This design comes from an exercise in tuning for small area and a short achievable clock period on the open sky130 flow, not from production work. Only simulation tests tie the RTL to the original design; equivalence was not proved.

==> inputs of run a <==
## text_video_top
module text_video_top
(
  input  logic                              clk,
  input  logic                              rst_n,
  input  logic                              cmd_valid,
  input  logic [text_video_pkg::BYTE_W-1:0] cmd_data,
  output logic                              hsync,
  output logic                              vsync,
  output logic                              de,
  output logic [3:0]                        red,
  output logic [3:0]                        green,
  output logic [3:0]                        blue,
  output logic                              bad_cmd
);
clock: 4.5 ns
lec_check: 0
cap_margin: 20
core_margin: 2
core_utilization: 60
cts_cluster_diameter: 100
cts_cluster_size: 30
setup_slack_margin: 2.1
slew_margin: 20
run.sh (not shown) runs the stock make flow with config.mk's settings and CLKGATE_MAP_FILE= SYNTH_SCRIPT=/design/flow/synth_recipe.tcl, a recipe that flattens the netlist after the stock synthesis.
==> run b (differences from run a) <==
--- a/flow/design.v
+++ b/flow/design.v
@@ -416,14 +416,12 @@
   logic                   pix_ov;
   logic [2:0]             shown;
   logic [1:0]             shown_bit;
   logic [2:0]             win_phase;
   logic [1:0]             win_pos;
   logic                   pix_inv;
-  logic                   pix_inv_q;
-  logic [3:0]             code_q;
   logic                   pix_bit;
   logic [PIXEL_LATENCY-2:0] vis_pipe;
   logic [PIXEL_LATENCY-2:0] hs_pipe;
   logic [PIXEL_LATENCY-2:0] vs_pipe;
   assign phase = hcount[2:0];
   assign next_line = (vcount == VCOUNT_W'(V_TOTAL - 1)) ? '0 : vcount + 1'b1;
@@ -443,13 +441,13 @@
   assign fetch_addr    = CHAR_ADDR_W'((fetch_line / GLYPH_H) * TEXT_COLS + fetch_col);
   assign code          = code_hit ? code_new : code_pre;
   assign font_row      = row_q;
   assign font_row_sel  = row_oh;
   assign font_chk_addr = {code, row_q};
   assign font_chk_zero = row_zero && (code_hit ? zero_new : (code_pre == 4'd0));
-  assign gbits         = taps_q[2*code_q +: 2];
+  assign gbits         = taps_q[2*code +: 2];
   always_comb
   begin
     merged = snap;
     merged[{1'b1, tap_bit_q}] = gbits[1];
     merged[{1'b0, tap_bit_q}] = gbits[0];
   end
@@ -483,14 +481,12 @@
     if (phase == 3'd5)
     begin
       code_pre   <= (char_we && (char_waddr == char_raddr)) ? char_wdata[3:0] : char_rdata[3:0];
       code_new   <= cmd_data[3:0];
       zero_new   <= (cmd_data[3:0] == 4'd0);
     end
-    if (ph6)
-      code_q <= code;
     taps_q    <= font_taps;
     tap_bit_q <= font_tap_bit;
     if (ph6)
     begin
       ov_valid <= font_chk_hit;
       ov_data  <= font_chk_data;
@@ -506,20 +502,18 @@
       pix_shift <= ov_valid ? ov_data : merged;
       pix_ov    <= ov_valid;
     end
     else
       pix_shift <= pix_shift << 1;
   end
-  assign shown     = phase - 3'd2;
+  assign shown     = phase - 3'd3;
   assign shown_bit = 2'd3 - shown[1:0];
-  assign win_phase = font_phase3 + 3'd1 - shown - 3'd5;
+  assign win_phase = font_phase3 - shown - 3'd5;
   assign win_pos   = 2'd3 - shown_bit - win_phase[1:0];
-  assign pix_inv   = 3'(win_phase + 3'(win_pos) - 3'd3) >> 2;
-  assign pix_bit   = pix_shift[GLYPH_W-1] ^ (pix_inv_q && !pix_ov);
-  always_ff @(posedge clk)
-    pix_inv_q <= pix_inv;
+  assign pix_inv   = !pix_ov && 3'(win_phase + 3'(win_pos) - 3'd3) >> 2;
+  assign pix_bit   = pix_shift[GLYPH_W-1] ^ pix_inv;
   always_ff @(posedge clk or negedge rst_n)
   begin
     if (!rst_n)
     begin
       vis_pipe <= '0;
       hs_pipe  <= '1;
Settings changed: SETUP_SLACK_MARGIN 2.1 to 2.2.
==> run c (differences from run a) <==
--- a/flow/design.v
+++ b/flow/design.v
@@ -96,24 +96,21 @@
   input  logic [text_video_pkg::BYTE_W-1:0]      cmd_data,
   output logic                                   font_we,
   output logic [text_video_pkg::FONT_ADDR_W-1:0] font_waddr,
   output logic [text_video_pkg::BYTE_W-1:0]      font_wdata,
   output logic                                   font_acc,
   output logic [text_video_pkg::FONT_ADDR_W-1:0] font_acc_addr,
-  output logic [4:0]                             font_acc_slot,
   output logic                                   char_we,
   output logic                                   char_acc,
   output logic [text_video_pkg::CHAR_ADDR_W-1:0] char_acc_addr,
   output logic [text_video_pkg::CHAR_ADDR_W-1:0] char_waddr,
   output logic [text_video_pkg::BYTE_W-1:0]      char_wdata,
   output logic                                   bad_cmd
 );
   text_video_pkg::cmd_state_e state;
   logic [FONT_ADDR_W-1:0] byte_cnt;
-  logic [FONT_ADDR_W-1:0] byte_cnt_inc;
-  logic [4:0]             cnt_slot;
   logic                   last_font;
   logic                   last_char;
   logic [FONT_ADDR_W-1:0] wr_addr;
   logic [BYTE_W-1:0]      wr_data;
   assign last_font = (byte_cnt == FONT_ADDR_W'(FONT_BYTES - 1));
   assign last_char = (byte_cnt == FONT_ADDR_W'(CHAR_BYTES - 1));
@@ -159,36 +156,22 @@
           end
           default: state <= CMD_IDLE;
         endcase
       end
     end
   end
-  assign byte_cnt_inc = byte_cnt + 1'b1;
-  always_ff @(posedge clk or negedge rst_n)
-  begin
-    if (!rst_n)
-      cnt_slot <= 5'b10000;
-    else if (cmd_valid)
-    begin
-      if (state == CMD_IDLE)
-        cnt_slot <= 5'b10000;
-      else if (state == CMD_FONT_DATA || state == CMD_CHAR_DATA)
-        cnt_slot <= (byte_cnt_inc == '0) ? 5'b10000 : {1'b0, 4'(1) << byte_cnt_inc[1:0]};
-    end
-  end
   always_ff @(posedge clk)
   begin
     if (cmd_valid)
     begin
       wr_addr <= byte_cnt;
       wr_data <= cmd_data;
     end
   end
   assign font_acc      = cmd_valid && (state == CMD_FONT_DATA);
   assign font_acc_addr = byte_cnt;
-  assign font_acc_slot = cnt_slot;
   assign char_acc      = cmd_valid && (state == CMD_CHAR_DATA);
   assign char_acc_addr = byte_cnt[CHAR_ADDR_W-1:0];
   assign font_waddr = wr_addr;
   assign font_wdata = wr_data;
   assign char_waddr = wr_addr[CHAR_ADDR_W-1:0];
   assign char_wdata = wr_data;
@@ -222,83 +205,75 @@
 (
   input  logic       clk,
   input  logic       rst_n,
   input  logic       acc,
   input  logic [7:0] acc_addr,
   input  logic [7:0] acc_data,
-  input  logic [4:0] acc_slot,
   input  logic       we,
   input  logic [7:0] waddr,
   input  logic [7:0] wdata,
-  input  logic [15:0] row_sel,
+  input  logic [3:0] row,
   output logic [31:0] taps,
   output logic [1:0]  tap_bit,
-  output logic [2:0]  phase3,
   input  logic [7:0] chk_addr,
-  input  logic       chk_zero,
   output logic       chk_hit,
   output logic [7:0] chk_data
 );
-  logic [2:0] phi;
-  logic       pol1;
-  logic       pol2;
+  logic [1:0] phi;
   logic [2047:0] ring;
-  assign tap_bit = 2'd3 - phi[1:0];
-  assign phase3  = phi;
-  assign pol1    = 3'(phi + 3'd1) >> 2;
-  assign pol2    = 3'(phi + 3'd2) >> 2;
+  assign tap_bit = 2'd3 - phi;
   always_ff @(posedge clk)
-    phi <= phi + 3'd1;
+    phi <= phi + 2'd1;
   logic       r_pend [4];
   logic [1:0] r_cnt  [4];
-  logic [2:0] r_hi3  [4];
-  logic [7:0] r_lo   [4];
+  logic [5:0] r_addr [4];
   logic [7:0] r_data [4];
   logic       r_act  [4];
   logic       r_xlo  [4];
   logic       r_xhi  [4];
   logic [7:0] r_hi   [4];
+  logic [7:0] r_lo   [4];
   for (genvar s = 0; s < 4; s++) begin : g_rslot
     logic       load;
     logic [7:0] nd;
-    assign load = acc && acc_slot[s];
+    assign load = acc && (acc_addr[1:0] == 2'(s)) && (acc_addr != 8'd0);
     assign nd   = load ? acc_data : r_data[s];
     always_ff @(posedge clk or negedge rst_n) begin
       if (!rst_n)
         r_pend[s] <= 1'b0;
       else
         r_pend[s] <= load;
     end
     always_ff @(posedge clk) begin
       if (load) begin
-        r_hi3[s]  <= acc_addr[7:5];
-        r_lo[s]   <= 8'(1) << acc_addr[4:2];
+        r_addr[s] <= acc_addr[7:2];
         r_data[s] <= acc_data;
       end
       if (r_pend[s])
         r_cnt[s] <= 2'd3;
       else if (r_cnt[s] != 2'd0)
         r_cnt[s] <= r_cnt[s] - 2'd1;
-      r_xlo[s] <= nd[2'd2 - phi[1:0]] ^ pol2;
-      r_xhi[s] <= nd[{1'b1, 2'd2 - phi[1:0]}] ^ pol2;
+      r_xlo[s] <= nd[2'd2 - phi];
+      r_xhi[s] <= nd[{1'b1, 2'd2 - phi}];
     end
     assign r_act[s] = r_pend[s] || (r_cnt[s] != 2'd0);
-    assign r_hi[s]  = 8'(1) << r_hi3[s];
+    assign r_hi[s]  = 8'(1) << r_addr[s][5:3];
+    assign r_lo[s]  = 8'(1) << r_addr[s][2:0];
   end
   logic       z_now;
   logic       z_pend;
   logic [1:0] z_cnt;
   logic [7:0] z_data;
   logic [7:0] z_ed;
   logic       z_act;
   assign z_now = z_pend;
   always_ff @(posedge clk or negedge rst_n) begin
     if (!rst_n)
       z_pend <= 1'b0;
     else
-      z_pend <= acc && acc_slot[4];
+      z_pend <= acc && (acc_addr == 8'd0);
   end
   assign z_act = z_now || (z_cnt != 2'd0);
   assign z_ed  = z_now ? wdata : z_data;
   always_ff @(posedge clk) begin
     if (z_now) begin
       z_data <= wdata;
@@ -311,45 +286,41 @@
     localparam int S = a % 4;
     logic ins;
     logic xlo;
     logic xhi;
     if (a == 0) begin : g_zero
       assign ins = z_act;
-      assign xlo = z_ed[tap_bit] ^ pol1;
-      assign xhi = z_ed[{1'b1, tap_bit}] ^ pol1;
+      assign xlo = z_ed[tap_bit];
+      assign xhi = z_ed[{1'b1, tap_bit}];
     end
     else begin : g_other
       assign ins = r_act[S] && r_hi[S][a / 32] && r_lo[S][(a / 4) % 8];
       assign xlo = r_xlo[S];
       assign xhi = r_xhi[S];
     end
     always_ff @(posedge clk) begin
       ring[8*a+1 +: 3] <= ring[8*a +: 3];
       ring[8*a+5 +: 3] <= ring[8*a+4 +: 3];
-      ring[8*a]        <= ins ? xlo : !ring[8*a+3];
-      ring[8*a+4]      <= ins ? xhi : !ring[8*a+7];
+      ring[8*a]        <= ins ? xlo : ring[8*a+3];
+      ring[8*a+4]      <= ins ? xhi : ring[8*a+7];
     end
   end
   for (genvar g = 0; g < 16; g++) begin : g_tap
     logic [1:0] rowbits [16];
     for (genvar r = 0; r < 16; r++) begin : g_r
-      assign rowbits[r] = {ring[8*(16*g+r)+7], ring[8*(16*g+r)+3]} & {2{row_sel[r]}};
+      assign rowbits[r] = {ring[8*(16*g+r)+7], ring[8*(16*g+r)+3]};
     end
-    assign taps[2*g +: 2] = rowbits[0]  | rowbits[1]  | rowbits[2]  | rowbits[3]  |
-                            rowbits[4]  | rowbits[5]  | rowbits[6]  | rowbits[7]  |
-                            rowbits[8]  | rowbits[9]  | rowbits[10] | rowbits[11] |
-                            rowbits[12] | rowbits[13] | rowbits[14] | rowbits[15];
+    assign taps[2*g +: 2] = rowbits[row];
   end
   always_comb begin
-    if (chk_zero) begin
+    if (chk_addr == 8'd0) begin
       chk_hit  = z_act;
       chk_data = z_ed;
     end
     else begin
-      chk_hit  = r_act[chk_addr[1:0]] && (r_hi3[chk_addr[1:0]] == chk_addr[7:5]) &&
-                 r_lo[chk_addr[1:0]][chk_addr[4:2]];
+      chk_hit  = r_act[chk_addr[1:0]] && (r_addr[chk_addr[1:0]] == chk_addr[7:2]);
       chk_data = r_data[chk_addr[1:0]];
     end
   end
 endmodule
 `default_nettype wire
 `timescale 1ns/1ps
@@ -371,18 +342,15 @@
   input  logic [text_video_pkg::CHAR_ADDR_W-1:0] char_waddr,
   input  logic [text_video_pkg::BYTE_W-1:0]      char_wdata,
   input  logic                                   char_acc,
   input  logic [text_video_pkg::CHAR_ADDR_W-1:0] char_acc_addr,
   input  logic [text_video_pkg::BYTE_W-1:0]      cmd_data,
   output logic [3:0]                             font_row,
-  output logic [15:0]                            font_row_sel,
   input  logic [31:0]                            font_taps,
   input  logic [1:0]                             font_tap_bit,
-  input  logic [2:0]                             font_phase3,
   output logic [text_video_pkg::FONT_ADDR_W-1:0] font_chk_addr,
-  output logic                                   font_chk_zero,
   input  logic                                   font_chk_hit,
   input  logic [text_video_pkg::BYTE_W-1:0]      font_chk_data,
   output logic [3:0]                             red,
   output logic [3:0]                             green,
   output logic [3:0]                             blue,
   output logic                                   hsync,
@@ -391,17 +359,14 @@
 );
   logic [2:0]             phase;
   logic [CHAR_ADDR_W-1:0] fetch_col;
   logic [VCOUNT_W-1:0]    fetch_line;
   logic [VCOUNT_W-1:0]    next_line;
   logic [3:0]             row_q;
-  logic [15:0]            row_oh;
   logic [3:0]             code_pre;
   logic                   code_hit;
-  logic                   row_zero;
-  logic                   zero_new;
   logic [3:0]             code_new;
   logic [3:0]             code;
   logic                   ph6;
   logic                   ph0;
   logic                   ph2;
   logic [CHAR_ADDR_W-1:0] fetch_addr;
@@ -410,46 +375,36 @@
   logic [1:0]             gbits;
   logic [GLYPH_W-1:0]     snap;
   logic [GLYPH_W-1:0]     merged;
   logic                   ov_valid;
   logic [GLYPH_W-1:0]     ov_data;
   logic [GLYPH_W-1:0]     pix_shift;
-  logic                   pix_ov;
-  logic [2:0]             shown;
-  logic [1:0]             shown_bit;
-  logic [2:0]             win_phase;
-  logic [1:0]             win_pos;
-  logic                   pix_inv;
-  logic                   pix_inv_q;
-  logic [3:0]             code_q;
-  logic                   pix_bit;
   logic [PIXEL_LATENCY-2:0] vis_pipe;
   logic [PIXEL_LATENCY-2:0] hs_pipe;
   logic [PIXEL_LATENCY-2:0] vs_pipe;
   assign phase = hcount[2:0];
   assign next_line = (vcount == VCOUNT_W'(V_TOTAL - 1)) ? '0 : vcount + 1'b1;
   always_comb
   begin
-    if (hcount == HCOUNT_W'(H_TOTAL - 4))
+    if (hcount == HCOUNT_W'(H_TOTAL - 3))
     begin
       fetch_col  = '0;
       fetch_line = next_line;
     end
     else
     begin
       fetch_col  = CHAR_ADDR_W'(hcount / GLYPH_W + 1);
       fetch_line = vcount;
     end
   end
   assign fetch_addr    = CHAR_ADDR_W'((fetch_line / GLYPH_H) * TEXT_COLS + fetch_col);
+  assign char_raddr    = fetch_addr;
   assign code          = code_hit ? code_new : code_pre;
   assign font_row      = row_q;
-  assign font_row_sel  = row_oh;
   assign font_chk_addr = {code, row_q};
-  assign font_chk_zero = row_zero && (code_hit ? zero_new : (code_pre == 4'd0));
-  assign gbits         = taps_q[2*code_q +: 2];
+  assign gbits         = taps_q[2*code +: 2];
   always_comb
   begin
     merged = snap;
     merged[{1'b1, tap_bit_q}] = gbits[1];
     merged[{1'b0, tap_bit_q}] = gbits[0];
   end
@@ -462,35 +417,27 @@
       ph0      <= 1'b1;
       ph2      <= 1'b0;
     end
     else
     begin
       if (phase == 3'd5)
-        code_hit <= char_acc && (char_acc_addr == char_raddr);
+        code_hit <= char_acc && (char_acc_addr == fetch_addr);
       ph6 <= (phase == 3'd5);
       ph0 <= (phase == 3'd7);
       ph2 <= (phase == 3'd1);
     end
   end
   always_ff @(posedge clk)
   begin
-    if (phase == 3'd4)
-    begin
-      char_raddr <= fetch_addr;
-      row_q      <= fetch_line[3:0];
-      row_oh     <= 16'(1) << fetch_line[3:0];
-      row_zero   <= (fetch_line[3:0] == 4'd0);
-    end
+    if (phase == 3'd5)
+      code_new <= cmd_data[3:0];
     if (phase == 3'd5)
     begin
-      code_pre   <= (char_we && (char_waddr == char_raddr)) ? char_wdata[3:0] : char_rdata[3:0];
-      code_new   <= cmd_data[3:0];
-      zero_new   <= (cmd_data[3:0] == 4'd0);
+      code_pre   <= (char_we && (char_waddr == fetch_addr)) ? char_wdata[3:0] : char_rdata[3:0];
+      row_q      <= fetch_line[3:0];
     end
-    if (ph6)
-      code_q <= code;
     taps_q    <= font_taps;
     tap_bit_q <= font_tap_bit;
     if (ph6)
     begin
       ov_valid <= font_chk_hit;
       ov_data  <= font_chk_data;
@@ -499,27 +446,16 @@
     begin
       ov_valid <= 1'b1;
       ov_data  <= font_chk_data;
     end
     snap <= merged;
     if (ph2)
-    begin
       pix_shift <= ov_valid ? ov_data : merged;
-      pix_ov    <= ov_valid;
-    end
     else
       pix_shift <= pix_shift << 1;
   end
-  assign shown     = phase - 3'd2;
-  assign shown_bit = 2'd3 - shown[1:0];
-  assign win_phase = font_phase3 + 3'd1 - shown - 3'd5;
-  assign win_pos   = 2'd3 - shown_bit - win_phase[1:0];
-  assign pix_inv   = 3'(win_phase + 3'(win_pos) - 3'd3) >> 2;
-  assign pix_bit   = pix_shift[GLYPH_W-1] ^ (pix_inv_q && !pix_ov);
-  always_ff @(posedge clk)
-    pix_inv_q <= pix_inv;
   always_ff @(posedge clk or negedge rst_n)
   begin
     if (!rst_n)
     begin
       vis_pipe <= '0;
       hs_pipe  <= '1;
@@ -538,13 +474,13 @@
       vs_pipe  <= {vs_pipe[PIXEL_LATENCY-3:0], vsync_in};
       de       <= vis_pipe[PIXEL_LATENCY-2];
       hsync    <= hs_pipe[PIXEL_LATENCY-2];
       vsync    <= vs_pipe[PIXEL_LATENCY-2];
       if (!vis_pipe[PIXEL_LATENCY-2])
         {red, green, blue} <= 12'h000;
-      else if (pix_bit)
+      else if (pix_shift[GLYPH_W-1])
         {red, green, blue} <= {FG_RED, FG_GREEN, FG_BLUE};
       else
         {red, green, blue} <= {BG_RED, BG_GREEN, BG_BLUE};
     end
   end
 endmodule
@@ -574,45 +510,41 @@
   logic                   raw_vsync;
   logic                   font_we;
   logic [FONT_ADDR_W-1:0] font_waddr;
   logic [BYTE_W-1:0]      font_wdata;
   logic                   font_acc;
   logic [FONT_ADDR_W-1:0] font_acc_addr;
-  logic [4:0]             font_acc_slot;
   logic [3:0]             font_row;
-  logic [15:0]            font_row_sel;
   logic [31:0]            font_taps;
   logic [1:0]             font_tap_bit;
-  logic [2:0]             font_phase3;
   logic [FONT_ADDR_W-1:0] font_chk_addr;
-  logic                   font_chk_zero;
   logic                   font_chk_hit;
   logic [BYTE_W-1:0]      font_chk_data;
   logic                   char_we;
   logic                   char_acc;
   logic [CHAR_ADDR_W-1:0] char_acc_addr;
   logic [CHAR_ADDR_W-1:0] char_waddr;
   logic [BYTE_W-1:0]      char_wdata;
   logic [CHAR_ADDR_W-1:0] char_raddr;
   logic [BYTE_W-1:0]      char_rdata;
   sync_timer timer_i (.clk, .rst_n, .hcount, .vcount, .line_visible, .frame_visible,
                       .hsync(raw_hsync), .vsync(raw_vsync));
   cmd_decoder decoder_i (.clk, .rst_n, .cmd_valid, .cmd_data, .font_we, .font_waddr,
-                         .font_wdata, .font_acc, .font_acc_addr, .font_acc_slot, .char_we, .char_acc, .char_acc_addr, .char_waddr,
+                         .font_wdata, .font_acc, .font_acc_addr, .char_we, .char_acc, .char_acc_addr, .char_waddr,
                          .char_wdata, .bad_cmd);
   font_mem glyph_mem_i (
-    .clk, .rst_n, .acc(font_acc), .acc_addr(font_acc_addr), .acc_data(cmd_data), .acc_slot(font_acc_slot),
-    .we(font_we), .waddr(font_waddr), .wdata(font_wdata), .row_sel(font_row_sel),
-    .taps(font_taps), .tap_bit(font_tap_bit), .phase3(font_phase3), .chk_addr(font_chk_addr), .chk_zero(font_chk_zero),
+    .clk, .rst_n, .acc(font_acc), .acc_addr(font_acc_addr), .acc_data(cmd_data),
+    .we(font_we), .waddr(font_waddr), .wdata(font_wdata), .row(font_row),
+    .taps(font_taps), .tap_bit(font_tap_bit), .chk_addr(font_chk_addr),
     .chk_hit(font_chk_hit), .chk_data(font_chk_data));
   text_mem #(.DEPTH(CHAR_BYTES), .ADDR_W(CHAR_ADDR_W)) char_mem_i (
     .clk, .we(char_we), .waddr(char_waddr), .wdata(char_wdata),
     .raddr(char_raddr), .rdata(char_rdata));
   glyph_pixel_gen pixel_gen_i (.clk, .rst_n, .hcount, .vcount, .line_visible,
                                .frame_visible, .hsync_in(raw_hsync), .vsync_in(raw_vsync),
                                .char_raddr, .char_rdata, .char_we, .char_waddr, .char_wdata,
                                .char_acc, .char_acc_addr, .cmd_data,
-                               .font_row, .font_row_sel, .font_taps, .font_tap_bit, .font_phase3, .font_chk_addr, .font_chk_zero,
+                               .font_row, .font_taps, .font_tap_bit, .font_chk_addr,
                                .font_chk_hit, .font_chk_data,
                                .red, .green, .blue, .hsync, .vsync, .de);
 endmodule
 `default_nettype wire
Settings changed: SETUP_SLACK_MARGIN 2.1 to 1.9.
==> metrics.cfg <==
[yosys]
yosys-mux-area-fraction_pct=12.1

[worst_setup_path]
critPathMaxFanout=11
cp_cell_sequence=buf_4 -> nor3b_1 -> nand2_1 -> mux2_2

[global_route]
antenna_found_initial=13

[final_layout]
design_area_um2=69000
nonClkBufAreaFrac_pct=2.11

[outcome]
outcome=finished clean

the above is filed under run c

==> metrics.cfg <==
[final_layout]
nonClkBufAreaFrac_pct=1.74
design_area_um2=68700

[yosys]
yosys-mux-area-fraction_pct=3.14

[outcome]
outcome=finished clean

[worst_setup_path]
critPathMaxFanout=14
cp_cell_sequence=buf_4 -> a221oi_1 -> nand4_1

the above is filed under run a

==> metrics.cfg <==
[outcome]
outcome=finished clean

[worst_setup_path]
critPathMaxFanout=2
cp_cell_sequence=inv_2 -> ha_4 -> inv_4 -> ha_4 -> ha_4 -> xnor2_2 -> xnor2_1 -> ha_1 -> a21oi_2 -> xnor2_1 -> nor2_1 -> xnor2_2 -> and2_1

[final_layout]
design_area_um2=69000
nonClkBufAreaFrac_pct=2.14

[yosys]
yosys-mux-area-fraction_pct=3.05

the above is filed under run b

## static timing again, ports no longer ideal
Ports are ideal in the flow. The routed layouts listed here were re-timed in OpenROAD.
Step 1: set_driving_cell puts a clkbuf_16 on clk and a buf_2 on each other input, an assumption about the parent block.
Step 2 adds t to the input delays and takes it off the output delays; t is the mean of the earliest and latest rising clock arrival at the registers after step 1. Input paths then give back, and output paths get back, about the clock's delay inside the block.
a / b / c = no drivers / after step 1 / after step 2; a / b = the first two.
| run | t, ns | slack for setup (ns) | worst setup path at the end | clock arrival spread, ns | pins driven straight from the clock port |
|---|---|---|---|---|---|
| run a | 0.788 | 2.062 / 2.062 / 1.809 | input to register | 0.041 / 0.041 | 1 |
| run b | 0.784 | 1.925 / 1.925 / 1.552 | input to register | 0.031 / 0.031 | 1 |
| run c | 0.792 | 1.878 / 1.878 / 1.371 | input to register | 0.031 / 0.031 | 1 |
After both steps setup and hold are still met in every run listed. For run c, which loses most, drivers alone change the setup slack by 0.000 ns; drivers and shift together by -0.507 ns.
